This design comes from an exercise in tuning for small area, a short achievable clock period and few clock cycles on the open sky130 flow, not from production work. Only simulation tests tie the RTL to the original design; equivalence was not proved. No activity file was given, so power comes from the tool's default toggle rates.

**flow/run.sh**
```bash
#!/bin/bash
# synth_recipe.tcl (not shown) runs the flow's synth.tcl, then flattens the netlist and writes it again
# the make line also repeats each setting of config.mk as NAME=value (left out here)
make -C /OpenROAD-flow-scripts/flow DESIGN_CONFIG=/design/flow/config.mk WORK_HOME=/design/flow/orfs CLKGATE_MAP_FILE= SYNTH_SCRIPT=/design/flow/synth_recipe.tcl finish
```
**flow/config.mk**
```make
export PLATFORM = sky130hd
export DESIGN_NAME = link_framer_top
export DESIGN_NICKNAME = link_framer_top
export VERILOG_FILES = /design/flow/design.v
export SDC_FILE = /design/flow/constraint.sdc
export NUM_CORES = 4
export LEC_CHECK = 0
export ABC_CLOCK_PERIOD_IN_PS = 500
export CAP_MARGIN = 20
export CORE_AREA = 3 3 39 39
export DIE_AREA = 0 0 42 42
export SETUP_SLACK_MARGIN = 2.0
export SLEW_MARGIN = 20
```
**flow/constraint.sdc**
```tcl
create_clock -name core_clock -period 4.5 [get_ports {aclk}]
set_input_delay 0.9000 -clock core_clock [delete_from_list [all_inputs] [get_ports {aclk}]]
set_output_delay 0.9000 -clock core_clock [all_outputs]
set_load 0.01 [all_outputs]
```
**flow/design.v**
```verilog
`default_nettype none
package framing_pkg;
  localparam logic [7:0] start_byte  = 8'h7D;
  localparam logic [7:0] stop_byte   = 8'h7E;
  localparam logic [7:0] escape_byte = 8'h7F;
endpackage
`default_nettype wire
`timescale 1ns/1ps
`default_nettype none
import framing_pkg::*;
module link_framer_top (
  input  logic       aclk,
  input  logic       aresetn,
  input  logic       in_tvalid,
  output logic       in_tready,
  input  logic [7:0] in_tdata,
  input  logic       in_tlast,
  output logic       out_tvalid,
  input  logic       out_tready,
  output logic [7:0] out_tdata,
  output logic       out_tlast
);
  logic s1;
  logic s0;
  logic rsv;
  logic esc_now;
  logic out_xfer;
  assign rsv     = (in_tdata[7:2] == 6'b011111) && (in_tdata[1:0] != 2'b00);
  assign esc_now = !s1 && rsv;
  assign out_tvalid     = in_tvalid || (s1 && !s0);
  assign out_tlast      = s1 && !s0;
  assign out_tdata[7]   = s0 && in_tdata[7];
  assign out_tdata[6:2] = s0 ? in_tdata[6:2] : 5'b11111;
  assign out_tdata[1]   = s0 ? (in_tdata[1] || esc_now) : s1;
  assign out_tdata[0]   = s0 ? (in_tdata[0] || esc_now) : !s1;
  assign in_tready = out_tready && s0 && !esc_now;
  assign out_xfer  = out_tvalid && out_tready;
  always_ff @(posedge aclk or negedge aresetn) begin
    if (!aresetn) begin
      s1 <= 1'b0;
      s0 <= 1'b0;
    end else if (out_xfer) begin
      case ({s1, s0})
        2'b00: begin
          s0 <= 1'b1;
        end
        2'b01: begin
          s1 <= rsv || in_tlast;
          s0 <= rsv || !in_tlast;
        end
        2'b11: begin
          s1 <= in_tlast;
          s0 <= !in_tlast;
        end
        default: begin
          s1 <= 1'b0;
        end
      endcase
    end
  end
endmodule
`default_nettype wire
```
==> results of run 1 <==
==> routing by layer <==
layer / GRT usage, % / routed length (um)
met2: 11.73 / 283
met5: 0 / 0
met3: 4.721 / 64
met4: 0 / 0
met1: 10.28 / 343
==> per-stage QoR <==
| stage | area [um^2] | std cells | utilization [%] |
|---|---|---|---|
| 3_5_place_dp | 466.7 | 65 | 40.37 |
| 2_1_floorplan | 226.5 | 29 | - |
| 3_3_place_gp | 466.7 | 65 | 40.37 |
| 4_1_cts | 434.2 | 68 | 37.55 |
| 6_report | 435.4 | 68 | 37.66 |
| 5_1_grt | 435.4 | 68 | 37.66 |
==> repair_timing <==
item | 4_1_cts | 5_1_grt
endpoints found under the hold margin | 0 | 0
pin swaps | 6 | 1
gates resized for setup | 46 | 1
setup endpoints to repair | 10 | 4
==> sequential cells by signal, indices dropped and copies added (netlist names) <==
register,flops
s0,1
s1,1
==> cell families after synthesis <==
kind of cell           after synthesis
flip-flops                           2
AO/OA/AOI/OAI                        8
buffers and inverters                3
AND/OR/NAND/NOR                     16
==> cell type report <==
type                       instances  area, um^2  share of cell area (%)
sequential                         2       51.30                   11.78
inverter                           2       7.507                   1.724
timing repair buffer              23       175.2                   40.23
multi-input combinational         24       161.4                   37.07
tap                               14       17.52                   4.023
clock buffer                       3       22.52                   5.172
==> final timing paths <==
check	from	to	slack, ns	cells past startpoint
max in group asynchronous	aresetn	s0	3.52	1
hold / removal	s0	s0	0.65	1
min in group asynchronous	aresetn	s1	0.85	1
hold reg to reg	s0	s0	0.65	1
setup reg to reg	s1	s0	3.45	3
setup / recovery	in_tdata[7]	in_tready	1.90	5
==> placed cells by master (no fill, tap or decap) <==
master	Yosys	layout
o21ai_0	1	1
buf_6	0	1
o221ai_1	1	1
or2_2	1	1
and3b_2	1	1
nand2b_1	5	5
and3_2	1	1
clkdlybuf4s15_1	0	1
dlygate4sd2_1	0	9
a21oi_1	1	1
nor2_1	2	2
clkdlybuf4s50_1	0	3
nand3_1	2	2
dfrtp_1	2	1
dfrtp_2	0	1
inv_1	2	2
o211ai_2	1	1
a31oi_1	4	4
clkbuf_4	0	3
and3_1	1	1
and4b_2	1	1
and2b_1	1	1
and2_2	1	1
buf_2	0	9
==> report_power, final <==
part / internal [mW] / switching (mW)
Combinational: 0.0407 / 0.0346
Clock: 0.0293 / 0.00893
Sequential: 0.0246 / 0.0134
Total: 0.0946 / 0.0569
==> impl_summary.log, run 1 <==
INFO  metric slowest_stage_cell_cp = and4b_2
INFO  metric synth_area_leaders = dfrtp_1 (22%), nand2b_1 (14%), a31oi_1 (11%)
INFO  metric timing_worst_setup_path_type = in -> out
INFO  metric synth_top_flop_cell = dfrtp_1
INFO  metric status = timing/DRC/antenna clean
INFO  metric final_critical_path_time_including_i_o_delays_and_setup = between 2 and 3 ns
INFO  metric drc = 0
INFO  metric die_height = 42 um
INFO  metric total_i_o_pin_count = 24
INFO  metric arrival_time_reported_for_the_critical_path_endpoint = 1.70 ns
INFO  metric fraction_of_the_mapped_netlist_area_in_compound_gates = 24.86%
INFO  metric grt_antenna_before_repair = 0
INFO  metric fillers = 120
INFO  metric post_synth_num_cell_types = 18
INFO  metric postSynth.asyncResetShare = 100.0%
INFO  metric drt-vias-per-instance = 4.441
INFO  metric global_route_wire_length_before_repair = 1117 um
INFO  metric drv_slew = 0
INFO  metric vdd.ir_drop.worst = 0.0001803 V
INFO  metric post_cts_hold_buffer_count = 0
INFO  metric gr_ovfl_total = 0
INFO  metric leakage = 0.2128 nW
INFO  metric fmaxAchievable = 384.3 MHz
INFO  metric report.final.setup_viol = 0
INFO  metric post_synth.cell_area_avg = approximately 7.8 um^2
INFO  metric route.final.wire_length = 691 um
INFO  metric synth_mux_area_share = 0%
INFO  metric worstHoldPathType = reg -> reg
INFO  metric fin_worst_skew = 0.001923 ns
INFO  metric dieArea = 0.001764 mm^2
INFO  metric core-area = 0.001156 mm^2
INFO  metric post-synth-top-area-fraction = 22.10%
INFO  metric synth_top_family_by_area = simple AND/OR/NAND/NOR gates
INFO  metric timing.critical_path.slowest_cell_delay = around 0.30 ns
INFO  metric timing.max_cap.violations = 0
INFO  metric power = 151.5 uW
INFO  metric buffer_ports.inserted = 23
INFO  metric detail-route-antenna-nets = 0
INFO  metric post_synth_top_cells = nand2b_1 (5), a31oi_1 (4)
INFO  metric tightest_slew = 0.2293 ns
INFO  metric detail_route.first_pass.iterations = 2
INFO  metric crit_path_end_kind = primary output
INFO  metric power.density_cell_area = 348.0 mW/mm^2
INFO  metric hold_violations = 0
INFO  metric timing.critical_path.fanout_max = 3
INFO  metric rsz_0062_raised_after_global_routing = true
INFO  metric start_util = 19.59%
INFO  metric path_cells = buf_6, and4b_2, o211ai_2, and3_1, buf_2
INFO  metric setup-tns-final = 0 ns
INFO  metric path_clk_slew = 0.03 ns
INFO  metric crit_path_start_kind = primary input
INFO  metric number_of_storage_elements_in_the_synthesis_netlist = 2
INFO  metric clock-sinks = 2
INFO  metric leading_area_contributor_after_synthesis = dfrtp_1
INFO  metric drt-initial-drc-count = 1
INFO  metric post_syn_area = 226.5 um^2
INFO  metric cts_buffers = 3
INFO  metric synth-adder-area-share = 0%
INFO  metric cts_tree = done
INFO  metric synth.net_count = 42
INFO  metric groute.usage.overall = 7.862%
INFO  metric period_share = between 50% and 60%
INFO  metric place.gp.congestion = 0.7285
INFO  metric synth_enable_flop_cells = 0
INFO  metric dp_worst_setup_slack = between 1 and 1.5 ns
INFO  metric grt_pass1_vias = 260
INFO  metric buffer_depth_of_the_longest_clock_path = 2
INFO  metric rows = 12
INFO  metric layout_setup_ws = 1.898 ns
INFO  metric synth_xor_xnor_area_share = 0%
INFO  metric worst_path_dominant_cell_family = simple AND/OR/NAND/NOR gates
INFO  metric clk_latency = 0.22 ns
INFO  metric num_vias = 302
INFO  metric pin_count_of_the_biggest_net_entering_global_routing = 16
INFO  metric synthMostInstantiatedCell = nand2b_1
INFO  metric fp.dieW = 42 um
INFO  metric syn-instance-count = 29
INFO  metric drt-wirelength-per-cell = 10.16 um
INFO  metric root_buffer = clkbuf_4
INFO  metric cts-htree-levels = 1
INFO  metric ant_diodes = 0
INFO  metric nets = 69
INFO  metric yosysWarnings = 1
INFO  metric critical_path_required = 3.60 ns
INFO  metric critPathBufInv = 2
INFO  metric place.detailed.hpwl = about 560 um
INFO  metric slew_headroom = roughly 85%
INFO  metric area_delta_synth_final = 92.27%
INFO  metric synth_simple_gate_area_share = 46.41%
INFO  metric ys_seq_area_share = between 20% and 30%
INFO  metric layout-drive-gt1-share = between 30% and 40%
INFO  metric cts_post_setup_buffers_inserted = 0
INFO  metric hold_slack = 0.6513 ns
Testbench counts, summed over its fixed seeds: cycles 80,218.
==> inputs of run 2 (changes only) <==
==> flow/config.mk (replaced) <==
export PLATFORM = sky130hd
export DESIGN_NAME = link_framer_top
export DESIGN_NICKNAME = link_framer_top
export VERILOG_FILES = /design/flow/design.v
export SDC_FILE = /design/flow/constraint.sdc
export NUM_CORES = 4
export LEC_CHECK = 0
export CAP_MARGIN = 20
export CORE_MARGIN = 2
export CORE_UTILIZATION = 40
export SLEW_MARGIN = 20
==> run 2 against run 1 <==
Against the previous run:
- the run now fails in power grid generation (2_4_floorplan_pdn)
- synthesized area is the same
- synthesized cell count is the same
==> impl_summary.log, run 2 <==
INFO  metric post-synth-top-area-fraction = 22.10% (unchanged)
INFO  metric synth_top_flop_cell = dfrtp_1
INFO  metric post_synth_top_cells = nand2b_1 (5), a31oi_1 (4)
INFO  metric start_util = 44.36% (+25 points)
INFO  metric synthMostInstantiatedCell = nand2b_1
INFO  metric last-stage-reached = power grid generation (2_4_floorplan_pdn)
INFO  metric synth_area_leaders = dfrtp_1 (22%), nand2b_1 (14%), a31oi_1 (11%)
INFO  metric flow.first_error = [ERROR PDN-0185] Insufficient width (23.46 um) to add straps on layer met4 in grid "grid" with total strap width 15.2 um and offset 13.6 um.
INFO  metric postSynth.asyncResetShare = 100.0% (unchanged)
INFO  metric synth_enable_flop_cells = 0 (unchanged)
INFO  metric die_height = 27.80 um (-34%)
INFO  metric post_syn_area = 226.5 um^2 (unchanged)
INFO  metric yosysWarnings = 1 (unchanged)
INFO  metric ys_seq_area_share = 22.10% (unchanged)
INFO  metric post_synth_num_cell_types = 18 (unchanged)
INFO  metric post_synth.cell_area_avg = 7.809 um^2 (unchanged)
INFO  metric status = did not finish
INFO  metric rows = 8 (-4)
INFO  metric number_of_storage_elements_in_the_synthesis_netlist = 2 (unchanged)
INFO  metric leading_area_contributor_after_synthesis = dfrtp_1
INFO  metric fp.dieW = 27.80 um (-34%)
INFO  metric synth.net_count = 42 (unchanged)
INFO  metric syn-instance-count = 29 (unchanged)
## run 2: logic make-up after synthesis
group | count (synthesis) | synth area share (%)
AO/OA/AOI/OAI | 8 | 24.86
buffers and inverters | 3 | 6.632
flip-flops | 2 | 22.10
AND/OR/NAND/NOR | 16 | 46.42
==> inputs of run 3 (changes only) <==
==> flow/flow/run.sh (new file) <==
#!/bin/bash
# The standard layout (the standard.sh: standard synthesis, floorplan,
# power grid, placement, CTS, routing), with the port buffers that global
# placement inserts made the smallest buffer; repair_timing still sizes up
# the ones on critical paths. make's full output goes to standard.log.
set -euo pipefail
bash standard.sh BUFFER_PORTS_ARGS="-buffer_cell sky130_fd_sc_hd__buf_1" finish > standard.log 2>&1
==> flow/standard.sh (new file) <==
#!/bin/bash
# synth_recipe.tcl (not shown) runs the flow's synth.tcl, then flattens the netlist and writes it again
# the make line also repeats each setting of config.mk as NAME=value (left out here)
make -C /OpenROAD-flow-scripts/flow DESIGN_CONFIG=/design/flow/config.mk WORK_HOME=/design/flow/orfs CLKGATE_MAP_FILE= SYNTH_SCRIPT=/design/flow/synth_recipe.tcl "${@:-finish}"
--- a/flow/config.mk
+++ b/flow/config.mk
@@ -6,6 +6,8 @@
 export NUM_CORES = 4
 export LEC_CHECK = 0
 export CAP_MARGIN = 20
-export CORE_MARGIN = 2
-export CORE_UTILIZATION = 40
+export CORE_AREA = 3 3 39 39
+export CTS_BUF_LIST = sky130_fd_sc_hd__clkbuf_1
+export DIE_AREA = 0 0 42 42
+export SETUP_SLACK_MARGIN = 2.0
 export SLEW_MARGIN = 20
removed: flow/run.sh
==> run 3 against run 2 <==
Against the previous run:
- the run now finishes clean
- synthesized area unchanged
- synthesized cell count did not move
==> impl_summary.log, run 3 <==
INFO  metric status = timing/DRC/antenna clean
INFO  metric timing.max_cap.violations = 0
INFO  metric layout-drive-gt1-share = 19.64%
INFO  metric fp.dieW = 42 um (+51%)
INFO  metric hold_slack = 0.4859 ns
INFO  metric synth_area_leaders = dfrtp_1 (22%), nand2b_1 (14%), a31oi_1 (11%)
INFO  metric largestRegisters = s0 (1), s1 (1)
INFO  metric num_vias = 329
INFO  metric global_route_wire_length_before_repair = 1186 um
INFO  metric buffer_depth_of_the_longest_clock_path = 2
INFO  metric groute.usage.overall = 8.561%
INFO  metric crit-reg2reg-launch = s1
INFO  metric area_delta_synth_final = 55.80%
INFO  metric synth_top_flop_cell = dfrtp_1
INFO  metric crit_path_start_kind = primary input
INFO  metric total_i_o_pin_count = 24
INFO  metric detail-route-antenna-nets = 0
INFO  metric rsz_0062_raised_after_global_routing = true
INFO  metric buffer_ports.inserted = 23
INFO  metric post_synth_top_cells = nand2b_1 (5), a31oi_1 (4)
INFO  metric place.gp.congestion = 0.6605
INFO  metric leakage = 0.1465 nW
INFO  metric nets = 71
INFO  metric drv_slew = 0
INFO  metric synthMostInstantiatedCell = nand2b_1
INFO  metric critical_path_required = 3.60 ns
INFO  metric slew_headroom = between 70 and 80%
INFO  metric path_cells = buf_1, and4b_2, o211ai_2, and3_1, buf_2
INFO  metric post_synth_num_cell_types = 18 (unchanged)
INFO  metric die_height = 42 um (+51%)
INFO  metric fmaxAchievable = around 390 MHz
INFO  metric syn-instance-count = 29 (unchanged)
INFO  metric start_util = 19.59% (-25 points)
INFO  metric rows = 12 (+4)
INFO  metric postSynth.asyncResetShare = 100.0% (unchanged)
INFO  metric dieArea = 0.001764 mm^2
INFO  metric worst_path_dominant_cell_family = simple AND/OR/NAND/NOR gates
INFO  metric yosysWarnings = 1 (unchanged)
INFO  metric power = 121.4 uW
INFO  metric route.final.wire_length = 698 um
INFO  metric timing.critical_path.slowest_cell_delay = 0.30 ns
INFO  metric leading_cell_type_in_the_layout_fill_and_taps_excluded = buf_1
INFO  metric pin_count_of_the_biggest_net_entering_global_routing = 16
INFO  metric drt-wirelength-per-cell = roughly 10 um
INFO  metric report.final.setup_viol = 0
INFO  metric vdd.ir_drop.worst = around 0.00020 V
INFO  metric setup-tns-final = 0 ns
INFO  metric cts_tree = done
INFO  metric leading_area_contributor_after_synthesis = dfrtp_1
INFO  metric cts_buffers = 3
INFO  metric grt_pass1_vias = between 300 and 400
INFO  metric clk_latency = 0.19 ns
INFO  metric timing.critical_path.fanout_max = 3
INFO  metric period_share = approximately 57%
INFO  metric number_of_storage_elements_in_the_synthesis_netlist = 2 (unchanged)
INFO  metric arrival_time_reported_for_the_critical_path_endpoint = around 1.7 ns
INFO  metric core-area = 0.001156 mm^2
INFO  metric gr_ovfl_total = 0
INFO  metric drc = 0
INFO  metric most_used_cells_in_the_layout_excluding_fill_and_tap_cells = buf_1 (20), nand2b_1 (5), a31oi_1 (4)
INFO  metric critical_path_depth = 5
INFO  metric fin_worst_skew = 0.001635 ns
INFO  metric path_clk_slew = 0.04 ns
INFO  metric synth_enable_flop_cells = 0 (unchanged)
INFO  metric detail_route.first_pass.iterations = 4
INFO  metric root_buffer = clkbuf_1
INFO  metric synth.net_count = 42 (unchanged)
INFO  metric tightest_slew = 0.4139 ns
INFO  metric power.density_cell_area = 344.2 mW/mm^2
INFO  metric grt_antenna_before_repair = 0
INFO  metric post_synth.cell_area_avg = 7.809 um^2 (unchanged)
INFO  metric critPathBufInv = 2
INFO  metric cts-htree-levels = 1
INFO  metric post-synth-top-area-fraction = 22.10% (unchanged)
INFO  metric timing_worst_setup_path_type = in -> out
INFO  metric placedCellCount = 65
INFO  metric r2r_cells = 5
INFO  metric ys_seq_area_share = 22.10% (unchanged)
INFO  metric crit_path_start = in_tdata[7]
INFO  metric final_critical_path_time_including_i_o_delays_and_setup = between 2 and 3 ns
INFO  metric instances_no_fill = 70
INFO  metric hold_violations = 0
INFO  metric drt-vias-per-instance = roughly 4.7
INFO  metric slowest_stage_cell_cp = and4b_2
INFO  metric place.detailed.hpwl = 555.5 um
INFO  metric drt-initial-drc-count = 5
INFO  metric worstHoldPathType = in -> async
INFO  metric ant_diodes = 0
INFO  metric crit_path_end_kind = primary output
INFO  metric clock-sinks = 2
INFO  metric post_syn_area = 226.5 um^2 (unchanged)
-- run 3: timing repair --
item                                   in CTS  in global routing
setup endpoints to repair                   3                  3
hold buffers                                0                  0
setup buffers                               1                  1
pin swaps                                   3                  3
endpoints found under the hold margin       0                  0
gates resized for setup                     3                  0
cloned                                      0                  0
-- run 3: per-layer routing --
metal	GRT usage [%]	vias to the layer above	part of all wire (%)
met2	13.58	19	46
met3	5.150	0	12
met5	0	-	0
met1	9.744	149	41
li1	-	161	-
met4	1.923	0	0
-- run 3: layout make-up --
| class | count | area [um^2] |
|---|---|---|
| Clock buffer | 3 | 11.26 |
| Tap cell | 14 | 17.52 |
| Timing Repair Buffer | 25 | 105.1 |
| Sequential cell | 2 | 50.05 |
| Fill cell | 132 | 803.3 |
| Multi-Input combinational cell | 24 | 161.4 |
| Inverter | 2 | 7.507 |
-- run 3: worst paths after layout --
check	end	slack (ns)
max	in_tready	1.92
min	s1	0.49
max reg2reg	s1	3.23
min reg2reg	s1	0.67
max in group asynchronous	s0	3.88
min in group core_clock	s1	0.67
-- run 3: power by group --
group	internal [mW]	leakage, nW	switching [mW]	total (mW)
Combinational	0.0291	0.120	0.0352	0.0643
Sequential	0.0238	0.0235	0.0136	0.0374
Clock	0.0109	0.00354	0.00883	0.0197
-- run 3: per-stage QoR --
step / area (um^2) / setup slack [ns] / utilization, %
3_3_place_gp: 322.8 / 1.896 / 27.92
3_5_place_dp: 322.8 / 1.892 / 27.92
4_1_cts: 345.3 / 1.918 / 29.87
6_report: 352.8 / 1.924 / 30.52
5_1_grt: 352.8 / 1.864 / 30.52
2_1_floorplan: 226.5 / 2.084 / -
-- run 3: cells by family after synthesis --
kind of cell	after synthesis	share of synthesized area, %
buffers and inverters	3	6.632
AO/OA/AOI/OAI	8	24.86
flip-flops	2	22.10
AND/OR/NAND/NOR	16	46.42
==> inputs of run 4 (changes only) <==
==> flow/flow/run.sh (replaced) <==
#!/bin/bash
# The standard layout (the standard.sh) with extra ORFS settings:
# BUFFER_PORTS_ARGS="-buffer_cell sky130_fd_sc_hd__buf_1"
# make's full output goes to standard.log; each ORFS step keeps its own log under orfs/logs.
set -euo pipefail
bash standard.sh BUFFER_PORTS_ARGS="-buffer_cell sky130_fd_sc_hd__buf_1" finish > standard.log 2>&1
--- a/flow/config.mk
+++ b/flow/config.mk
@@ -6,8 +6,10 @@
 export NUM_CORES = 4
 export LEC_CHECK = 0
 export CAP_MARGIN = 20
-export CORE_AREA = 3 3 39 39
+export CORE_AREA = 3 3 61 61
 export CTS_BUF_LIST = sky130_fd_sc_hd__clkbuf_1
-export DIE_AREA = 0 0 42 42
+export CTS_CLUSTER_DIAMETER = 100
+export CTS_CLUSTER_SIZE = 4
+export DIE_AREA = 0 0 64 64
 export SETUP_SLACK_MARGIN = 2.0
 export SLEW_MARGIN = 20
==> run 4 against run 3 <==
Against the previous run:
- sequential power up 1%
- global-route usage down 4.6 points
- clock skew up 0.0015 ns
- clock-buffer cell count unchanged
- critical path type unchanged
- largest cell class unchanged
==> impl_summary.log, run 4 <==
INFO  metric status = timing/DRC/antenna clean
INFO  metric die_height = 64 um (+52%)
INFO  metric place.detailed.hpwl = 658.1 um (+18%)
INFO  metric post_syn_area = 226.5 um^2 (unchanged)
INFO  metric layout-drive-gt1-share = 16.67% (-3.0 points)
INFO  metric synth_enable_flop_cells = 0 (unchanged)
INFO  metric path_clk_slew = 0.05 ns (about the same)
INFO  metric slowest_stage_cell_cp = and4b_2
INFO  metric grt_antenna_before_repair = 0 (unchanged)
INFO  metric leading_cell_type_in_the_layout_fill_and_taps_excluded = buf_1
INFO  metric buffer_depth_of_the_longest_clock_path = 2 (unchanged)
INFO  metric most_used_cells_in_the_layout_excluding_fill_and_tap_cells = buf_1 (21), nand2b_1 (5), a31oi_1 (4)
INFO  metric buffer_ports.inserted = 23 (unchanged)
INFO  metric number_of_storage_elements_in_the_synthesis_netlist = 2 (unchanged)
INFO  metric core-area = 0.003128 mm^2 (+170%)
INFO  metric crit_path_start_kind = primary input
INFO  metric slew_headroom = 71.97% (-0.43 points)
INFO  metric detail_route.first_pass.iterations = 4 (unchanged)
INFO  metric leakage = 0.1316 nW (-10%)
INFO  metric hold_violations = 0 (unchanged)
INFO  metric worstHoldPathType = in -> async
INFO  metric route.final.wire_length = 810 um (+16%)
INFO  metric clock-sinks = 2 (unchanged)
INFO  metric cts_buffers = 3 (unchanged)
INFO  metric arrival_time_reported_for_the_critical_path_endpoint = 1.72 ns (+0.04 ns)
INFO  metric fillers = 370 (+180%)
INFO  metric placedCellCount = 95 (+46%)
INFO  metric timing.max_cap.violations = 0 (unchanged)
INFO  metric critical_path_required = 3.60 ns (about the same)
INFO  metric crit_path_end_kind = primary output
INFO  metric synthMostInstantiatedCell = nand2b_1
INFO  metric tightest_slew = 0.4204 ns (+0.006504 ns)
INFO  metric report.final.setup_viol = 0 (unchanged)
INFO  metric global_route_wire_length_before_repair = 1228 um (+3.5%)
INFO  metric timing_worst_setup_path_type = in -> out
INFO  metric post_synth_top_cells = nand2b_1 (5), a31oi_1 (4)
INFO  metric dieArea = 0.004096 mm^2 (+130%)
INFO  metric post_cts_hold_buffer_count = 0 (unchanged)
INFO  metric synth_area_leaders = dfrtp_1 (22%), nand2b_1 (14%), a31oi_1 (11%)
INFO  metric root_buffer = clkbuf_1
INFO  metric detail-route-antenna-nets = 0 (unchanged)
INFO  metric start_util = 7.240% (-12 points)
INFO  metric power = 124.7 uW (+2.7%)
INFO  metric ant_diodes = 0 (unchanged)
INFO  metric instances_no_fill = 98 (+40%)
INFO  metric drt-initial-drc-count = 15 (+10)
INFO  metric pin_count_of_the_biggest_net_entering_global_routing = 16 (unchanged)
INFO  metric yosysWarnings = 1 (unchanged)
INFO  metric power.density_cell_area = 321.4 mW/mm^2 (-6.6%)
INFO  metric cts_tree = done
INFO  metric ys_seq_area_share = 22.10% (unchanged)
INFO  metric drv_slew = 0 (unchanged)
INFO  metric num_vias = 312 (-5.2%)
INFO  metric synth_top_flop_cell = dfrtp_1
INFO  metric period_share = 58.19% (+0.95 points)
INFO  metric place.gp.congestion = 0.7153 (+8.3%)
INFO  metric rsz_0062_raised_after_global_routing = true
INFO  metric path_cells = buf_1, and4b_2, a31oi_1, a21oi_1, buf_2
INFO  metric clk_latency = 0.20 ns (about the same)
INFO  metric fin_worst_skew = 0.003152 ns (+0.001517 ns)
INFO  metric groute.usage.overall = 3.985% (-4.6 points)
INFO  metric synth.net_count = 42 (unchanged)
INFO  metric setup-tns-final = 0 ns (unchanged)
INFO  metric post_synth_num_cell_types = 18 (unchanged)
INFO  metric grt_pass1_vias = 266 (-13%)
INFO  metric postSynth.asyncResetShare = 100.0% (unchanged)
INFO  metric rows = 20 (+8)
INFO  metric syn-instance-count = 29 (unchanged)
INFO  metric fmaxAchievable = 381.9 MHz (-1.6%)
INFO  metric drt-wirelength-per-cell = 8.265 um (-17%)
INFO  metric post_synth.cell_area_avg = 7.809 um^2 (unchanged)
INFO  metric final_critical_path_time_including_i_o_delays_and_setup = 2.619 ns (+0.04254 ns)
INFO  metric post-synth-top-area-fraction = 22.10% (unchanged)
INFO  metric cts_post_setup_buffers_inserted = 0 (-1)
INFO  metric total_i_o_pin_count = 24 (unchanged)
INFO  metric largestRegisters = s0 (1), s1 (1)
INFO  metric gr_ovfl_total = 0 (unchanged)
INFO  metric nets = 69 (-2.8%)
INFO  metric layout.core_utilization = 12.40% (-18 points)
INFO  metric fp.dieW = 64 um (+52%)
INFO  metric cts-htree-levels = 1 (unchanged)
INFO  metric timing.critical_path.fanout_max = 3 (unchanged)
INFO  metric timing.critical_path.slowest_cell_delay = 0.33 ns (+0.03 ns)
INFO  metric drt-vias-per-instance = 3.184 (-32%)
INFO  metric drc = 0 (unchanged)
INFO  metric area_delta_synth_final = 71.27%
INFO  metric leading_area_contributor_after_synthesis = dfrtp_1
INFO  metric vdd.ir_drop.worst = 0.0001235 V (-39%)
[run 4: changes by cell type in the layout (fill, tap and decap cells not counted), sizes merged]
| cell | previous run | this run |
|---|---|---|
| buf | 25 | 23 |
[run 4: kinds of logic (layout without fill, tap and decap cells)]
logic type	Yosys count	after routing	synth area share, %
and+or+nand+nor	16	16	46.42
buffers and inverters	3	28	6.632
AOI/OAI and AO/OA	8	8	24.86
DFF	2	2	22.10
[run 4: repair_timing]
item | 4_1_cts | 5_1_grt
endpoints found under the hold margin | 0 | 0
endpoints found under the setup margin | 3 | 3
pin swaps | 6 | 3
gates resized for setup | 2 | 2
[run 4: worst max-delay path: cells and delay by family]
family | cells | cell delay [ns]
buffers and inverters | 2 | 0.23
AO/OA/AOI/OAI | 2 | 0.26
AND/OR/NAND/NOR | 1 | 0.33
[run 4: final timing paths]
kind,from,slack (ns),depth (start not counted),to
max in group asynchronous,aresetn,3.90,1,s0
setup / recovery,in_tdata[7],1.88,5,out_tdata[1]
setup reg to reg,s1,3.44,3,s0
hold reg to reg,s1,0.67,2,s1
hold / removal,aresetn,0.47,1,s1
min in group core_clock,s1,0.67,2,s1
[run 4: power breakdown]
part	total, mW	internal, mW	leakage [nW]	switching, mW
combinational	0.0660	0.0285	0.105	0.0374
sequential	0.0379	0.0238	0.0235	0.0141
clock	0.0208	0.0109	0.00354	0.00995
[run 4: final cells by class]
type / count / area [um^2] / share of cell area [%]
Inverter: 2 / 7.507 / 1.935
Tap cell: 44 / 55.05 / 14.19
Clock buffer: 3 / 11.26 / 2.903
Multi-Input combinational cell: 24 / 175.2 / 45.16
Timing Repair Buffer: 23 / 88.84 / 22.90
Sequential cell: 2 / 50.05 / 12.90
[run 4: metal layers]
| metal | up-vias | share of wire (%) | GRT usage (%) |
|---|---|---|---|
| li1 | 157 | - | - |
| met1 | 129 | 51 | 5.591 |
| met2 | 26 | 32 | 4.258 |
| met3 | 0 | 16 | 2.460 |
| met4 | 0 | 0 | 2.426 |
| met5 | - | 0 | 0 |
[run 4: metrics by stage]
stage	hold WS (ns)	instance area (um^2)	setup WS, ns
after floorplan	0.6044	226.5	2.084
after global placement	0.6880	360.3	1.865
after detailed placement	0.6871	360.3	1.862
after CTS	0.4432	374.1	1.875
after global routing	0.4208	387.9	1.817
final	0.4685	387.9	1.881
==> inputs of run 5 (changes only) <==
--- a/flow/config.mk
+++ b/flow/config.mk
@@ -11,5 +11,5 @@
 export CTS_CLUSTER_DIAMETER = 100
 export CTS_CLUSTER_SIZE = 4
 export DIE_AREA = 0 0 64 64
-export SETUP_SLACK_MARGIN = 2.0
+export SETUP_SLACK_MARGIN = 2.2
 export SLEW_MARGIN = 20
==> run 5 against run 4 <==
Against the previous run:
- clock power about the same
- cell count increased by 1.0%
- combinational power increased by 17%
- sequential power increased by 11%
- non-clock buffer count increased by 1
- register-to-register slack got worse by 0.15 ns
- design area increased by 13%
- global-route usage decreased by 0.18 points
- clock-buffer cell count unchanged
- maximum frequency decreased by 0.28%
- synthesized area unchanged
- first-iteration DRC count decreased by 13%
- critical endpoint is now out_tdata[0]
==> impl_summary.log, run 5 <==
INFO  metric root_buffer = clkbuf_1
INFO  metric grt_pass1_vias = 273 (+2.6%)
INFO  metric leading_area_contributor_after_synthesis = dfrtp_1
INFO  metric path_clk_slew = 0.05 ns (about the same)
INFO  metric leading_cell_type_in_the_layout_fill_and_taps_excluded = buf_1
INFO  metric hold_violations = 0 (unchanged)
INFO  metric route.final.wire_length = 809 um (-0.12%)
INFO  metric fmaxAchievable = 380.8 MHz (-0.28%)
INFO  metric grt.busiest_layer = met1
INFO  metric total_i_o_pin_count = 24 (unchanged)
INFO  metric drt-initial-drc-count = 13 (-2)
INFO  metric number_of_storage_elements_in_the_synthesis_netlist = 2 (unchanged)
INFO  metric period_share = 58.35% (+0.16 points)
INFO  metric area_delta_synth_final = 93.37%
INFO  metric global_route_wire_length_before_repair = 1152 um (-6.2%)
INFO  metric layout.core_utilization = 14.00% (+1.6 points)
INFO  metric die_height = 64 um (unchanged)
INFO  metric rows = 20 (unchanged)
INFO  metric synth_enable_flop_cells = 0 (unchanged)
INFO  metric fp.dieW = 64 um (unchanged)
INFO  metric grt_antenna_before_repair = 0 (unchanged)
INFO  metric clk_latency = 0.20 ns (about the same)
INFO  metric synth_xor_xnor_area_share = 0% (unchanged)
INFO  metric rsz_0062_raised_after_global_routing = true
INFO  metric drv_slew = 0 (unchanged)
INFO  metric setup-tns-final = 0 ns (unchanged)
INFO  metric slew_headroom = 80.21% (+8.2 points)
INFO  metric yosysWarnings = 1 (unchanged)
INFO  metric arrival_time_reported_for_the_critical_path_endpoint = 1.73 ns (about the same)
INFO  metric post_synth.cell_area_avg = 7.809 um^2 (unchanged)
INFO  metric leakage = 0.1494 nW (+14%)
INFO  metric synth_top_family_by_area = simple AND/OR/NAND/NOR gates
INFO  metric layout-drive-gt1-share = 32.73% (+16 points)
INFO  metric cts-htree-levels = 1 (unchanged)
INFO  metric num_vias = 318 (+1.9%)
INFO  metric drc = 0 (unchanged)
INFO  metric pin_count_of_the_biggest_net_entering_global_routing = 16 (unchanged)
INFO  metric synth.net_count = 42 (unchanged)
INFO  metric post_syn_area = 226.5 um^2 (unchanged)
INFO  metric postSynth.asyncResetShare = 100.0% (unchanged)
INFO  metric clock-sinks = 2 (unchanged)
INFO  metric crit_path_end_kind = primary output
INFO  metric crit-reg2reg-launch = s1
INFO  metric fin_worst_skew = 0.001850 ns (-0.001302 ns)
INFO  metric buffer_ports.inserted = 23 (unchanged)
INFO  metric detail-route-antenna-nets = 0 (unchanged)
INFO  metric final_critical_path_time_including_i_o_delays_and_setup = 2.626 ns (+0.007240 ns)
INFO  metric syn-instance-count = 29 (unchanged)
INFO  metric status = timing/DRC/antenna clean
INFO  metric core-area = 0.003128 mm^2 (unchanged)
INFO  metric nets = 70 (+1.4%)
INFO  metric drt-wirelength-per-cell = 8.172 um (-1.1%)
INFO  metric synth_simple_gate_area_share = 46.41% (unchanged)
INFO  metric timing.max_cap.violations = 0 (unchanged)
INFO  metric worstHoldPathType = in -> async
INFO  metric timing_worst_setup_path_type = in -> out
INFO  metric post_synth_num_cell_types = 18 (unchanged)
INFO  metric synth_top_flop_cell = dfrtp_1
INFO  metric synth_mux_area_share = 0% (unchanged)
INFO  metric post-synth-top-area-fraction = 22.10% (unchanged)
INFO  metric vdd.ir_drop.worst = 0.0001644 V (+33%)
INFO  metric dieArea = 0.004096 mm^2 (unchanged)
INFO  metric r2r_end = s0
INFO  metric largestRegisters = s0 (1), s1 (1)
INFO  metric place.detailed.hpwl = 626.3 um (-4.8%)
INFO  metric cts_tree = done
INFO  metric power.density_cell_area = 320.2 mW/mm^2 (-0.36%)
INFO  metric timing.critical_path.fanout_max = 3 (unchanged)
INFO  metric crit_path_start_kind = primary input
INFO  metric groute.usage.overall = 3.805% (-0.18 points)
INFO  metric r2r_cells = 4 (+1)
INFO  metric start_util = 7.240% (unchanged)
INFO  metric ys_seq_area_share = 22.10% (unchanged)
INFO  metric post_synth_top_cells = nand2b_1 (5), a31oi_1 (4)
INFO  metric synth-adder-area-share = 0% (unchanged)
INFO  metric groute.layer.met2.usage = 5.032% (+0.77 points)
INFO  metric ant_diodes = 0 (unchanged)
INFO  metric synth_area_leaders = dfrtp_1 (22%), nand2b_1 (14%), a31oi_1 (11%)
INFO  metric report.final.setup_viol = 0 (unchanged)
INFO  metric synthMostInstantiatedCell = nand2b_1
INFO  metric most_used_cells_in_the_layout_excluding_fill_and_tap_cells = buf_1 (18), nand2b_1 (5), a31oi_1 (3), clkbuf_1 (3)
INFO  metric place.gp.congestion = 0.6231 (-13%)
INFO  metric detail_route.first_pass.iterations = 4 (unchanged)
INFO  metric tightest_slew = 0.2968 ns (-0.1236 ns)
INFO  metric gr_ovfl_total = 0 (unchanged)
INFO  metric critical_path_required = 3.60 ns (about the same)
INFO  metric met3_usage = 1.406% (-1.1 points)
INFO  metric r2r_setup_slack = 3.29 ns (-0.15 ns)
INFO  metric globalRouteMet1Util = 5.074% (-0.52 points)
INFO  metric buffer_depth_of_the_longest_clock_path = 2 (unchanged)
INFO  metric fillers = 361 (-2.4%)
INFO  metric drt-vias-per-instance = 3.212 (+0.89%)
INFO  metric fraction_of_the_mapped_netlist_area_in_compound_gates = 24.86% (unchanged)
INFO  metric cts_buffers = 3 (unchanged)
-- run 5: cell counts after synthesis --
No cell type changed its count.
-- run 5: worst max-delay path: stages --
cell	delay, ns
buf_1	0.08
and4b_2	0.34
nand3_2	0.11
a31oi_4	0.16
buf_2	0.14
-- run 5: worst max path at each step --
stage                              end         from  slack [ns]
after floorplan              in_tready  in_tdata[7]        2.13
after global placement       in_tready  in_tdata[7]        1.87
after detailed placement     in_tready  in_tdata[7]        1.88
after CTS                 out_tdata[0]  in_tdata[7]        1.88
after global routing      out_tdata[0]  in_tdata[7]        1.83
final                     out_tdata[0]  in_tdata[7]        1.87
-- run 5: per-stage QoR --
step / instances / cell area [um^2] / setup slack (ns) / hold WS [ns] / total power, mW
2_1_floorplan: 29 / 255.2 / 2.127 / 0.6044 / 0.08762
3_3_place_gp: 95 / 389.1 / 1.871 / 0.6794 / 0.1119
3_5_place_dp: 95 / 389.1 / 1.876 / 0.6892 / 0.1117
4_1_cts: 98 / 426.7 / 1.880 / 0.4447 / 0.1425
5_1_grt: 99 / 437.9 / 1.833 / 0.4539 / 0.1519
6_report: 99 / 437.9 / 1.874 / 0.4717 / 0.1402
-- run 5: cell families after synthesis --
kind of cell           after synthesis
flip-flops                           2
buffers and inverters                3
AND/OR/NAND/NOR                     16
AO/OA/AOI/OAI                        8
-- run 5: layout make-up --
cell class                 count  area, um^2  area share (%)
clock buffer                   3       11.26           2.571
inverter                       2       7.507           1.714
multi-input combinational     24       203.9           46.57
sequential                     2       51.30           11.71
tap                           44       55.05           12.57
timing repair buffer          24       108.9           24.86
-- run 5: routing by layer --
metal | vias to the layer above | wire [um] | share of wire [%]
met5 | - | 0 | 0
met4 | 0 | 0 | 0
met3 | 0 | 98 | 12
met2 | 24 | 276 | 34
met1 | 135 | 434 | 54
li1 | 159 | - | -
-- run 5: where the power goes --
part | switching [mW] | total, mW | internal [mW]
combinational | 0.0398 | 0.0771 | 0.0373
sequential | 0.0177 | 0.0421 | 0.0244
clock | 0.0101 | 0.0210 | 0.0109
-- run 5: repair_timing --
item                                    4_1_cts  5_1_grt
setup buffers                                 0        1
hold buffers                                  0        0
endpoints found under the setup margin        5        4
pin swaps                                     1        1
gates resized for setup                       9        2
==> inputs of run 6 (changes only) <==
==> flow/config.mk (replaced) <==
export PLATFORM = sky130hd
export DESIGN_NAME = link_framer_top
export DESIGN_NICKNAME = link_framer_top
export VERILOG_FILES = /design/flow/design.v
export SDC_FILE = /design/flow/constraint.sdc
export NUM_CORES = 4
export LEC_CHECK = 0
export ABC_AREA = 1
export CAP_MARGIN = 20
export CORE_AREA = 3 3 61 61
export CTS_BUF_LIST = sky130_fd_sc_hd__clkbuf_1
export DIE_AREA = 0 0 64 64
export SETUP_SLACK_MARGIN = 1.8
export SLEW_MARGIN = 20
==> run 6 against run 5 <==
Against the previous run:
- clock power fell by 3%
- clock skew increased by 0.00078 ns
- die area did not move
- register-to-register slack improved by 0.10 ns
- critical path type unchanged
- core utilization decreased by 0.72 points
- sequential cell count is the same
- maximum frequency grew 2.9%
- setup slack gained 0.074 ns
- largest cell class unchanged
- global-route usage up 0.25 points
- still clean
==> impl_summary.log, run 6 <==
INFO  metric post_cts_hold_buffer_count = 0 (unchanged)
INFO  metric num_vias = 344 (+8.2%)
INFO  metric cts-htree-levels = 1 (unchanged)
INFO  metric nets = 89 (+27%)
INFO  metric report.final.setup_viol = 0 (unchanged)
INFO  metric r2r_setup_slack = 3.39 ns (+0.10 ns)
INFO  metric buffer_depth_of_the_longest_clock_path = 2 (unchanged)
INFO  metric global_route_wire_length_before_repair = 1228 um (+6.6%)
INFO  metric die_height = 64 um (unchanged)
INFO  metric timing_worst_setup_path_type = in -> out
INFO  metric timing.critical_path.fanout_max = 5 (+2)
INFO  metric tightest_slew = 0.2584 ns (-0.03843 ns)
INFO  metric setup-tns-final = 0 ns (unchanged)
INFO  metric yosysWarnings = 1 (unchanged)
INFO  metric hold_slack = 0.4810 ns (+0.009331 ns)
INFO  metric start_util = 8.360% (+1.1 points)
INFO  metric drt-vias-per-instance = 2.915 (-9.2%)
INFO  metric arrival_time_reported_for_the_critical_path_endpoint = 1.65 ns (-0.08 ns)
INFO  metric period_share = 56.70% (-1.6 points)
INFO  metric detail_route.first_pass.iterations = 4 (unchanged)
INFO  metric largestRegisters = s0 (1), s1 (1)
INFO  metric drv_slew = 0 (unchanged)
INFO  metric cts_tree = done
INFO  metric fin_worst_skew = 0.002633 ns (+0.0007830 ns)
INFO  metric power.density_cell_area = 283.0 mW/mm^2 (-12%)
INFO  metric path_clk_slew = 0.05 ns (about the same)
INFO  metric detail-route-antenna-nets = 0 (unchanged)
INFO  metric ys_seq_area_share = 19.14% (-3.0 points)
INFO  metric crit-reg2reg-launch = s0
INFO  metric rsz_0062_raised_after_global_routing = false
INFO  metric post_synth_num_cell_types = 12 (-6)
INFO  metric r2r_end = s0
INFO  metric leading_cell_type_in_the_layout_fill_and_taps_excluded = buf_1
INFO  metric critical_path_required = 3.60 ns (about the same)
INFO  metric grt_pass1_vias = 317 (+16%)
INFO  metric met2_wirelength = 392 um (+42%)
INFO  metric most_used_cells_in_the_layout_excluding_fill_and_tap_cells = buf_1 (22), nand2_1 (21), inv_1 (9)
INFO  metric layout.core_utilization = 13.28% (-0.72 points)
INFO  metric grt_antenna_before_repair = 0 (unchanged)
INFO  metric leakage = 0.2203 nW (+47%)
INFO  metric fp.dieW = 64 um (unchanged)
INFO  metric gr_ovfl_total = 0 (unchanged)
INFO  metric crit_path_start_kind = primary input
INFO  metric place.detailed.hpwl = 711.5 um (+14%)
INFO  metric drc = 0 (unchanged)
INFO  metric drt-initial-drc-count = 12 (-1)
INFO  metric root_buffer = clkbuf_1
INFO  metric fmaxAchievable = 391.9 MHz (+2.9%)
INFO  metric place.gp.congestion = 0.7292 (+17%)
INFO  metric area_delta_synth_final = 58.85%
INFO  metric final_critical_path_time_including_i_o_delays_and_setup = 2.552 ns (-0.07421 ns)
INFO  metric slew_headroom = 82.78% (+2.6 points)
INFO  metric leading_area_contributor_after_synthesis = nand2_1
INFO  metric cts_buffers = 3 (unchanged)
INFO  metric buffer_ports.inserted = 23 (unchanged)
INFO  metric status = timing/DRC/antenna clean
INFO  metric r2r_cells = 6 (+2)
INFO  metric rows = 20 (unchanged)
INFO  metric post_synth_top_cells = nand2_1 (21), inv_1 (9), nor2_1 (3), or2_2 (3)
INFO  metric vdd.ir_drop.worst = 0.00006396 V (-61%)
INFO  metric instances_no_fill = 118 (+19%)
INFO  metric synthMostInstantiatedCell = nand2_1
INFO  metric drt-wirelength-per-cell = 6.864 um (-16%)
INFO  metric total_i_o_pin_count = 24 (unchanged)
INFO  metric fillers = 370 (+2.5%)
INFO  metric hold_violations = 0 (unchanged)
INFO  metric crit_path_end_kind = primary output
INFO  metric post_syn_area = 261.5 um^2 (+15%)
INFO  metric clock-sinks = 2 (unchanged)
INFO  metric clk_latency = 0.20 ns (about the same)
INFO  metric pin_count_of_the_biggest_net_entering_global_routing = 9 (-7)
INFO  metric ant_diodes = 0 (unchanged)
INFO  metric groute.usage.overall = 4.056% (+0.25 points)
INFO  metric routed-wl-met3 = 76 um (-22%)
INFO  metric placedCellCount = 115 (+21%)
INFO  metric wl_met1 = 341 um (-21%)
INFO  metric post-synth-top-area-fraction = 30.14% (+8.0 points)
INFO  metric route.final.wire_length = 810 um (+0.12%)
INFO  metric dieArea = 0.004096 mm^2 (unchanged)
INFO  metric synth_area_leaders = nand2_1 (30%), dfrtp_1 (19%), inv_1 (13%)
INFO  metric top_layer_used = met3
INFO  metric layout-drive-gt1-share = 12.16% (-21 points)
INFO  metric post_synth.cell_area_avg = 5.448 um^2 (-30%)
INFO  metric syn-instance-count = 48 (+66%)
INFO  metric synth_enable_flop_cells = 0 (unchanged)
INFO  metric timing.max_cap.violations = 0 (unchanged)
INFO  metric synth.net_count = 61 (+45%)
INFO  metric number_of_storage_elements_in_the_synthesis_netlist = 2 (unchanged)
INFO  metric synth_top_flop_cell = dfrtp_1
INFO  metric worstHoldPathType = in -> async
INFO  metric core-area = 0.003128 mm^2 (unchanged)
INFO  metric postSynth.asyncResetShare = 100.0% (unchanged)
==> run 6: changes by cell type in the layout (fill, tap and decap cells not counted), sizes merged, moves of 2 or more <==
cell and delta:
nand2 +24, inv +8, nand2b -5, a31oi -4
or2 +4, and3 -2
==> run 6: worst max path at each step <==
| stage | start | end | slack, ns | cells after the start |
|---|---|---|---|---|
| 5_1_grt | in_tdata[2] | out_tdata[0] | 1.81 | 8 |
| 6_report | in_tdata[4] | out_tdata[0] | 1.95 | 8 |
| 4_1_cts | in_tdata[4] | out_tdata[0] | 1.92 | 8 |
| 2_1_floorplan | in_tdata[4] | out_tdata[0] | 2.25 | 6 |
| 3_5_place_dp | in_tdata[4] | out_tdata[0] | 1.93 | 8 |
| 3_3_place_gp | in_tdata[4] | out_tdata[0] | 1.93 | 8 |
==> run 6: through the flow <==
step	power [mW]	worst slack, ns	cell area (um^2)
global placement	0.09784	1.928	402.9
finish	0.1176	1.948	415.4
CTS	0.1215	1.923	414.1
floorplan	0.07327	2.250	261.5
global route	0.1325	1.806	415.4
detailed placement	0.09844	1.926	402.9
==> run 6: layer usage <==
metal / vias up / track usage, %
met5: - / 0
li1: 189 / -
met2: 13 / 7.097
met4: 0 / 1.617
met1: 142 / 3.895
met3: 0 / 2.285
==> run 6: logic make-up (layout without fill, tap and decap cells) <==
group                  Yosys count  count (layout)  share of synthesized area, %
DFF                              2               2                         19.14
and+or+nand+nor                 35              35                         65.07
buffers and inverters           11              37                         15.79
==> run 6: worst max-delay path: stages <==
cell     delay [ns]
buf_1          0.08
nand2_1        0.06
nor2_1         0.14
nand3_2        0.13
nand2_1        0.08
nand2_1        0.04
nand2_1        0.06
buf_1          0.15
==> run 6: layout make-up <==
cell class	instances	area, um^2	area share [%]
clock buffer	3	11.26	2.711
inverter	11	41.29	9.940
multi-input combinational	35	170.2	40.96
sequential	2	50.05	12.05
tap	44	55.05	13.25
timing repair buffer	23	87.58	21.08
==> run 6: repair_timing <==
item | CTS | global route
endpoints found under the setup margin | 0 | 1
buffers inserted | 0 | 0
resized for setup | 0 | 1
==> run 6: where the power goes <==
group          internal (mW)  leakage [nW]  switching [mW]
sequential            0.0225        0.0249         0.00810
clock                 0.0109       0.00354         0.00954
combinational         0.0255         0.192          0.0410
==> inputs of run 7 (changes only) <==
--- a/flow/config.mk
+++ b/flow/config.mk
@@ -5,10 +5,8 @@
 export SDC_FILE = /design/flow/constraint.sdc
 export NUM_CORES = 4
 export LEC_CHECK = 0
-export ABC_AREA = 1
 export CAP_MARGIN = 20
 export CORE_AREA = 3 3 61 61
 export CTS_BUF_LIST = sky130_fd_sc_hd__clkbuf_1
 export DIE_AREA = 0 0 64 64
-export SETUP_SLACK_MARGIN = 1.8
 export SLEW_MARGIN = 20
==> run 7 against run 6 <==
Against the previous run:
- still clean
- die area unchanged
- clock-buffer cell count unchanged
- combinational power down 5.4%
- synthesized area down 13%
==> impl_summary.log, run 7 <==
INFO  metric report.final.setup_viol = 0 (unchanged)
INFO  metric timing_worst_setup_path_type = in -> out
INFO  metric place.gp.congestion = 0.7153 (-1.9%)
INFO  metric synth_top_family_by_area = simple AND/OR/NAND/NOR gates
INFO  metric fmaxAchievable = 377.9 MHz (-3.6%)
INFO  metric buffer_ports.inserted = 23 (unchanged)
INFO  metric dp_worst_setup_slack = 1.862 ns (-0.06395 ns)
INFO  metric leading_area_contributor_after_synthesis = dfrtp_1
INFO  metric period_share = 58.81% (+2.1 points)
INFO  metric crit_path_start_kind = primary input
INFO  metric syn-instance-count = 29 (-40%)
INFO  metric gr_ovfl_total = 0 (unchanged)
INFO  metric global_route_wire_length_before_repair = 1228 um (unchanged)
INFO  metric drc = 0 (unchanged)
INFO  metric leading_cell_type_in_the_layout_fill_and_taps_excluded = buf_1
INFO  metric placedCellCount = 95 (-17%)
INFO  metric route.final.wire_length = 783 um (-3.3%)
INFO  metric cts-htree-levels = 1 (unchanged)
INFO  metric cts_tree = done
INFO  metric grt_antenna_before_repair = 0 (unchanged)
INFO  metric post_cts_hold_buffer_count = 0 (unchanged)
INFO  metric hold_slack = 0.4698 ns (-0.01114 ns)
INFO  metric start_util = 7.240% (-1.1 points)
INFO  metric largestRegisters = s0 (1), s1 (1)
INFO  metric num_vias = 305 (-11%)
INFO  metric layout-drive-gt1-share = 11.11% (-1.1 points)
INFO  metric post_synth_num_cell_types = 18 (+6)
INFO  metric clk_latency = 0.20 ns (about the same)
INFO  metric drt-vias-per-instance = 3.112 (+6.8%)
INFO  metric slew_headroom = 71.92% (-11 points)
INFO  metric synth_xor_xnor_area_share = 0% (unchanged)
INFO  metric instances_no_fill = 98 (-17%)
INFO  metric die_height = 64 um (unchanged)
INFO  metric total_i_o_pin_count = 24 (unchanged)
INFO  metric layout_setup_ws = 1.854 ns (-0.09474 ns)
INFO  metric timing.max_cap.violations = 0 (unchanged)
INFO  metric synth_simple_gate_area_share = 46.41% (-19 points)
INFO  metric power.density_cell_area = 326.9 mW/mm^2 (+16%)
INFO  metric groute.usage.overall = 3.985% (-0.070 points)
INFO  metric yosysWarnings = 1 (unchanged)
INFO  metric setup-tns-final = 0 ns (unchanged)
INFO  metric drt-initial-drc-count = 18 (+6)
INFO  metric drv_slew = 0 (unchanged)
INFO  metric leakage = 0.1298 nW (-41%)
INFO  metric ctsResizeCount = 0 (unchanged)
INFO  metric fp.dieW = 64 um (unchanged)
INFO  metric crit_path_end_kind = primary output
INFO  metric arrival_time_reported_for_the_critical_path_endpoint = 1.75 ns (+0.10 ns)
INFO  metric timing.critical_path.fanout_max = 3 (-2)
INFO  metric clock-sinks = 2 (unchanged)
INFO  metric detail_route.first_pass.iterations = 4 (unchanged)
INFO  metric cts_post_setup_buffers_inserted = 0 (unchanged)
INFO  metric synth_top_flop_cell = dfrtp_1
INFO  metric root_buffer = clkbuf_1
INFO  metric synth_enable_flop_cells = 0 (unchanged)
INFO  metric synth_mux_area_share = 0% (unchanged)
INFO  metric cts_buffers = 3 (unchanged)
INFO  metric place.detailed.hpwl = 658.1 um (-7.5%)
INFO  metric synth_area_leaders = dfrtp_1 (22%), nand2b_1 (14%), a31oi_1 (11%)
INFO  metric post_synth_top_cells = nand2b_1 (5), a31oi_1 (4)
INFO  metric fraction_of_the_mapped_netlist_area_in_compound_gates = 24.86% (+25 points)
INFO  metric synthMostInstantiatedCell = nand2b_1
INFO  metric multiInputGateArea = 161.4 um^2 (-5.1%)
INFO  metric path_clk_slew = 0.05 ns (about the same)
INFO  metric synth-adder-area-share = 0% (unchanged)
INFO  metric ys_seq_area_share = 22.10% (+3.0 points)
INFO  metric final_critical_path_time_including_i_o_delays_and_setup = 2.646 ns (+0.09474 ns)
INFO  metric buffer_depth_of_the_longest_clock_path = 2 (unchanged)
INFO  metric area_delta_synth_final = 64.09%
INFO  metric most_used_cells_in_the_layout_excluding_fill_and_tap_cells = buf_1 (23), nand2b_1 (5), a31oi_1 (4)
INFO  metric hold_violations = 0 (unchanged)
INFO  metric rsz_0062_raised_after_global_routing = false
INFO  metric ant_diodes = 0 (unchanged)
INFO  metric vdd.ir_drop.worst = 0.0001232 V (+93%)
INFO  metric number_of_storage_elements_in_the_synthesis_netlist = 2 (unchanged)
INFO  metric fin_worst_skew = 0.003349 ns (+0.0007161 ns)
INFO  metric grt_pass1_vias = 265 (-16%)
INFO  metric seqCellArea = 50.05 um^2 (unchanged)
INFO  metric dieArea = 0.004096 mm^2 (unchanged)
INFO  metric tightest_slew = 0.4212 ns (+0.1628 ns)
INFO  metric postSynth.asyncResetShare = 100.0% (unchanged)
INFO  metric layout.core_utilization = 11.88% (-1.4 points)
INFO  metric synth.net_count = 42 (-31%)
INFO  metric detail-route-antenna-nets = 0 (unchanged)
INFO  metric core-area = 0.003128 mm^2 (unchanged)
INFO  metric worstHoldPathType = in -> async
INFO  metric post_syn_area = 226.5 um^2 (-13%)
INFO  metric fillers = 370 (unchanged)
INFO  metric rows = 20 (unchanged)
INFO  metric post-synth-top-area-fraction = 22.10% (-8.0 points)
INFO  metric drt-wirelength-per-cell = 7.990 um (+16%)
INFO  metric pin_count_of_the_biggest_net_entering_global_routing = 16 (+7)
INFO  metric post_synth.cell_area_avg = 7.809 um^2 (+43%)
INFO  metric nets = 69 (-22%)
INFO  metric critical_path_required = 3.60 ns (about the same)
INFO  metric status = timing/DRC/antenna clean
==> run 7: metal layers <==
layer	routed length (um)	GRT usage, %	part of all wire (%)
met5	0	0	0
met4	0	2.426	0
met3	142	2.460	18
met2	224	4.258	29
met1	416	5.591	53
==> run 7: worst paths after layout <==
path / from / endpoint / slack (ns) / cells past startpoint
min reg2reg: s1 / s1 / 0.67 / 2
max in group asynchronous: aresetn / s0 / 3.90 / 1
min in group core_clock: s1 / s1 / 0.67 / 2
max reg2reg: s1 / s0 / 3.44 / 3
min: aresetn / s1 / 0.47 / 1
max: in_tdata[7] / in_tready / 1.85 / 5
==> run 7: cells by family (layout without fill, tap and decap cells) <==
group	after synthesis	count (layout)
compound gates	8	8
buf+inv	3	28
flops	2	2
simple gates	16	16
==> run 7: stage by stage <==
stage	cell area, um^2	power, mW
6_report	371.6	0.1215
3_3_place_gp	360.3	0.1024
5_1_grt	371.6	0.1373
3_5_place_dp	360.3	0.1028
2_1_floorplan	226.5	0.07823
4_1_cts	371.6	0.1258
==> run 7: where the power goes <==
group          internal, mW  switching (mW)
Clock                0.0109         0.00985
Sequential           0.0238          0.0141
Combinational        0.0268          0.0361
Total                0.0615          0.0600
==> run 7: critical path, stage by stage <==
cell,delay (ns)
buf_1,0.08
and4b_2,0.30
o211ai_2,0.13
and3_1,0.21
buf_1,0.12
==> run 7: final cells by class <==
| type | count | share of cell area (%) |
|---|---|---|
| multi-input cells | 24 | 43.43 |
| repair buffers | 23 | 23.23 |
| well taps | 44 | 14.81 |
| flip-flops and latches | 2 | 13.47 |
| clock buffers | 3 | 3.030 |
| inverters | 2 | 2.020 |
==> inputs of run 8 (changes only) <==
==> flow/flow/run.sh (replaced) <==
#!/bin/bash
# The standard layout (the standard.sh) with extra ORFS settings:
# BUFFER_PORTS_ARGS="-buffer_cell sky130_fd_sc_hd__buf_1" RECOVER_POWER=100
# make's full output goes to standard.log; each ORFS step keeps its own log under orfs/logs.
set -euo pipefail
bash standard.sh BUFFER_PORTS_ARGS="-buffer_cell sky130_fd_sc_hd__buf_1" RECOVER_POWER=100 finish > standard.log 2>&1
--- a/flow/config.mk
+++ b/flow/config.mk
@@ -9,4 +9,5 @@
 export CORE_AREA = 3 3 61 61
 export CTS_BUF_LIST = sky130_fd_sc_hd__clkbuf_1
 export DIE_AREA = 0 0 64 64
+export SETUP_SLACK_MARGIN = 2.2
 export SLEW_MARGIN = 20
==> run 8 against run 7 <==
Against the previous run:
- design area rose by 12%
- clock skew fell by 0.0015 ns
- via count rose by 2.3%
- global-route usage fell by 0.18 points
- routed wire length rose by 2.7%
- sequential power rose by 7.4%
- sequential cell count did not move
- critical endpoint unchanged
- highest routed layer unchanged
==> impl_summary.log, run 8 <==
INFO  metric leading_area_contributor_after_synthesis = dfrtp_1
INFO  metric post_syn_area = 226.5 um^2 (unchanged)
INFO  metric setup-tns-final = 0 ns (unchanged)
INFO  metric status = timing/DRC/antenna clean
INFO  metric post-synth-top-area-fraction = 22.10% (unchanged)
INFO  metric post_synth_top_cells = nand2b_1 (5), a31oi_1 (4)
INFO  metric groute.layer.met2.usage = 5.032% (+0.77 points)
INFO  metric r2r_end = s0
INFO  metric switching_power = 65.39 uW (+8.9%)
INFO  metric path_clk_slew = 0.05 ns (about the same)
INFO  metric synth_top_flop_cell = dfrtp_1
INFO  metric groute.usage.overall = 3.805% (-0.18 points)
INFO  metric clk_latency = 0.20 ns (about the same)
INFO  metric combPwrFrac = 54.3% (+2.5 points)
INFO  metric synth_area_leaders = dfrtp_1 (22%), nand2b_1 (14%), a31oi_1 (11%)
INFO  metric yosysWarnings = 1 (unchanged)
INFO  metric pin_count_of_the_biggest_net_entering_global_routing = 16 (unchanged)
INFO  metric synth.net_count = 42 (unchanged)
INFO  metric area_delta_synth_final = 83.98%
INFO  metric vdd.ir_drop.worst = 0.0001588 V (+29%)
INFO  metric crit-reg2reg-launch = s1
INFO  metric leakage = 0.1449 nW (+12%)
INFO  metric synthMostInstantiatedCell = nand2b_1
INFO  metric drt-initial-drc-count = 15 (-3)
INFO  metric globalRouteMet1Util = 5.074% (-0.52 points)
INFO  metric detail_route.first_pass.iterations = 4 (unchanged)
INFO  metric timing_worst_setup_path_type = in -> out
INFO  metric die_height = 64 um (unchanged)
INFO  metric buffer_ports.inserted = 23 (unchanged)
INFO  metric period_share = 60.34% (+1.5 points)
INFO  metric dp_worst_setup_slack = 1.876 ns (+0.01377 ns)
INFO  metric p_clk_share = 15.5% (-1.6 points)
INFO  metric cellInternalPower = 69.78 uW (+14%)
INFO  metric fmaxAchievable = 368.3 MHz (-2.5%)
INFO  metric drt-wirelength-per-cell = 8.121 um (+1.6%)
INFO  metric layout-drive-gt1-share = 21.82% (+11 points)
INFO  metric cts-htree-levels = 1 (unchanged)
INFO  metric place.detailed.hpwl = 626.3 um (-4.8%)
INFO  metric ys_seq_area_share = 22.10% (unchanged)
INFO  metric syn-instance-count = 29 (unchanged)
INFO  metric number_of_storage_elements_in_the_synthesis_netlist = 2 (unchanged)
INFO  metric grt_antenna_before_repair = 0 (unchanged)
INFO  metric report.final.setup_viol = 0 (unchanged)
INFO  metric crit_path_start_kind = primary input
INFO  metric clock-sinks = 2 (unchanged)
INFO  metric crit_path_end_kind = primary output
INFO  metric drv_slew = 0 (unchanged)
INFO  metric layout_setup_ws = 1.785 ns (-0.06869 ns)
INFO  metric tightest_slew = 0.5147 ns (+0.09353 ns)
INFO  metric start_util = 7.240% (unchanged)
INFO  metric grt.busiest_layer = met1
INFO  metric grt_pass1_vias = 273 (+3.0%)
INFO  metric largestRegisters = s0 (1), s1 (1)
INFO  metric dieArea = 0.004096 mm^2 (unchanged)
INFO  metric most_used_cells_in_the_layout_excluding_fill_and_tap_cells = buf_1 (18), nand2b_1 (5), clkbuf_1 (5)
INFO  metric power = 135.2 uW (+11%)
INFO  metric met3_usage = 1.406% (-1.1 points)
INFO  metric drc = 0 (unchanged)
INFO  metric fp.dieW = 64 um (unchanged)
INFO  metric total_i_o_pin_count = 24 (unchanged)
INFO  metric hold_violations = 0 (unchanged)
INFO  metric root_buffer = clkbuf_1
INFO  metric place.gp.congestion = 0.6231 (-13%)
INFO  metric worstHoldPathType = in -> async
INFO  metric core-area = 0.003128 mm^2 (unchanged)
INFO  metric seqPwrFrac = 30.1% (-1.1 points)
INFO  metric ant_diodes = 0 (unchanged)
INFO  metric layout.core_utilization = 13.32% (+1.4 points)
INFO  metric rows = 20 (unchanged)
INFO  metric buffer_depth_of_the_longest_clock_path = 2 (unchanged)
INFO  metric drt-vias-per-instance = 3.152 (+1.3%)
INFO  metric timing.max_cap.violations = 0 (unchanged)
INFO  metric route.final.wire_length = 804 um (+2.7%)
INFO  metric arrival_time_reported_for_the_critical_path_endpoint = 1.82 ns (+0.07 ns)
INFO  metric nets = 70 (+1.4%)
INFO  metric post_synth.cell_area_avg = 7.809 um^2 (unchanged)
INFO  metric gr_ovfl_total = 0 (unchanged)
INFO  metric fin_worst_skew = 0.001842 ns (-0.001507 ns)
INFO  metric r2r_setup_slack = 3.22 ns (-0.22 ns)
INFO  metric r2r_cells = 4 (+1)
INFO  metric postSynth.asyncResetShare = 100.0% (unchanged)
INFO  metric timing.critical_path.fanout_max = 3 (unchanged)
INFO  metric synth_enable_flop_cells = 0 (unchanged)
INFO  metric post_synth_num_cell_types = 18 (unchanged)
INFO  metric power.density_cell_area = 324.4 mW/mm^2 (-0.77%)
INFO  metric rsz_0062_raised_after_global_routing = true
INFO  metric detail-route-antenna-nets = 0 (unchanged)
INFO  metric critical_path_required = 3.60 ns (about the same)
INFO  metric leading_cell_type_in_the_layout_fill_and_taps_excluded = buf_1
INFO  metric final_critical_path_time_including_i_o_delays_and_setup = 2.715 ns (+0.06869 ns)
INFO  metric p_sw_share = 48.38% (-1.0 points)
INFO  metric global_route_wire_length_before_repair = 1152 um (-6.2%)
INFO  metric num_vias = 312 (+2.3%)
INFO  metric slew_headroom = 65.68% (-6.2 points)
INFO  metric cts_buffers = 3 (unchanged)
INFO  metric cts_tree = done
run 8: cell counts after synthesis:
No cell type changed its count.
run 8: final cells by class:
class,instances,area [um^2]
multi-input combinational,24,186.4
clock buffer,3,11.26
tap,44,55.05
sequential,2,50.05
fill,367,2711
timing repair buffer,24,106.4
inverter,2,7.507
run 8: what timing repair did:
item                                    CTS  global route
endpoints found under the setup margin    5             4
resized for setup                         9             2
pin swaps                                 1             1
setup buffers                             0             1
hold buffers                              0             0
run 8: kinds of logic after synthesis:
family | count (synthesis) | synth area share (%)
flip-flops | 2 | 22.10
buffers and inverters | 3 | 6.632
AO/OA/AOI/OAI | 8 | 24.86
AND/OR/NAND/NOR | 16 | 46.42
run 8: how the worst max path moves through the flow:
| stage | from | endpoint | slack (ns) |
|---|---|---|---|
| after floorplan | in_tdata[7] | in_tready | 2.13 |
| after detailed placement | in_tdata[7] | in_tready | 1.88 |
| after global placement | in_tdata[7] | in_tready | 1.87 |
| after CTS | in_tdata[7] | out_tdata[0] | 1.88 |
| final | in_tdata[7] | in_tready | 1.78 |
| after global routing | in_tdata[7] | in_tready | 1.72 |
run 8: metal layers:
layer	up-vias	routed length (um)
met5	-	0
met1	129	426
met4	0	0
li1	159	-
met3	0	105
met2	24	272
run 8: critical path, cell delays in order:
cell and delay, ns:
buf_1 0.08, and4b_1 0.31, o211ai_1 0.19, and3_4 0.22, clkbuf_2 0.12
run 8: power groups by stage:
stage / clock (mW) / sequential (mW) / combinational, mW
detailed placement: 0 / 0.0416 / 0.0701
floorplan: 0 / 0.0295 / 0.0581
global placement: 0 / 0.0414 / 0.0705
CTS: 0.0230 / 0.0426 / 0.0769
global route: 0.0233 / 0.0435 / 0.0803
finish: 0.0210 / 0.0407 / 0.0734
run 8: metrics by stage:
step | instances | cell area [um^2] | hold slack (ns)
2_1_floorplan | 29 | 255.2 | 0.6044
3_3_place_gp | 95 | 389.1 | 0.6794
3_5_place_dp | 95 | 389.1 | 0.6892
4_1_cts | 98 | 426.7 | 0.4447
5_1_grt | 99 | 416.7 | 0.4537
6_report | 99 | 416.7 | 0.4718

## afterwards: timing with drivers on the ports
Ports are ideal in the flow. The routed layouts listed here were re-timed in OpenROAD.
Step 1 assumes that a clkbuf_16 drives the clock port and a buf_2 every other input.
Step 2 adds t to the input delays and takes it off the output delays; t is the mean of the earliest and latest rising clock arrival at the registers after step 1. Input paths then give back, and output paths get back, about the clock's delay inside the block.
Slacks: ideal / step 1 / step 2; pairs: ideal / step 1.
| run | shift t [ns] | setup WS [ns] | worst setup path at the end | worst data-port slew with drivers (ns) | cell pins on the clock port's net |
|---|---|---|---|---|---|
| run 1 | 0.231 | 1.898 / 1.861 / 1.861 | input to output | 0.05 | 1 |
| run 3 | 0.203 | 1.924 / 1.904 / 1.904 | input to output | 0.03 | 1 |
| run 4 | 0.217 | 1.881 / 1.858 / 1.858 | input to output | 0.03 | 1 |
| run 5 | 0.216 | 1.874 / 1.850 / 1.850 | input to output | 0.03 | 1 |
| run 6 | 0.211 | 1.948 / 1.923 / 1.923 | input to output | 0.03 | 1 |
| run 7 | 0.216 | 1.854 / 1.830 / 1.830 | input to output | 0.03 | 1 |
| run 8 | 0.216 | 1.785 / 1.761 / 1.761 | input to output | 0.03 | 1 |
After both steps every run listed still meets setup and hold. The setup slack of run 1, which loses most, moves by -0.037 ns with the drivers and by -0.037 ns with both steps.
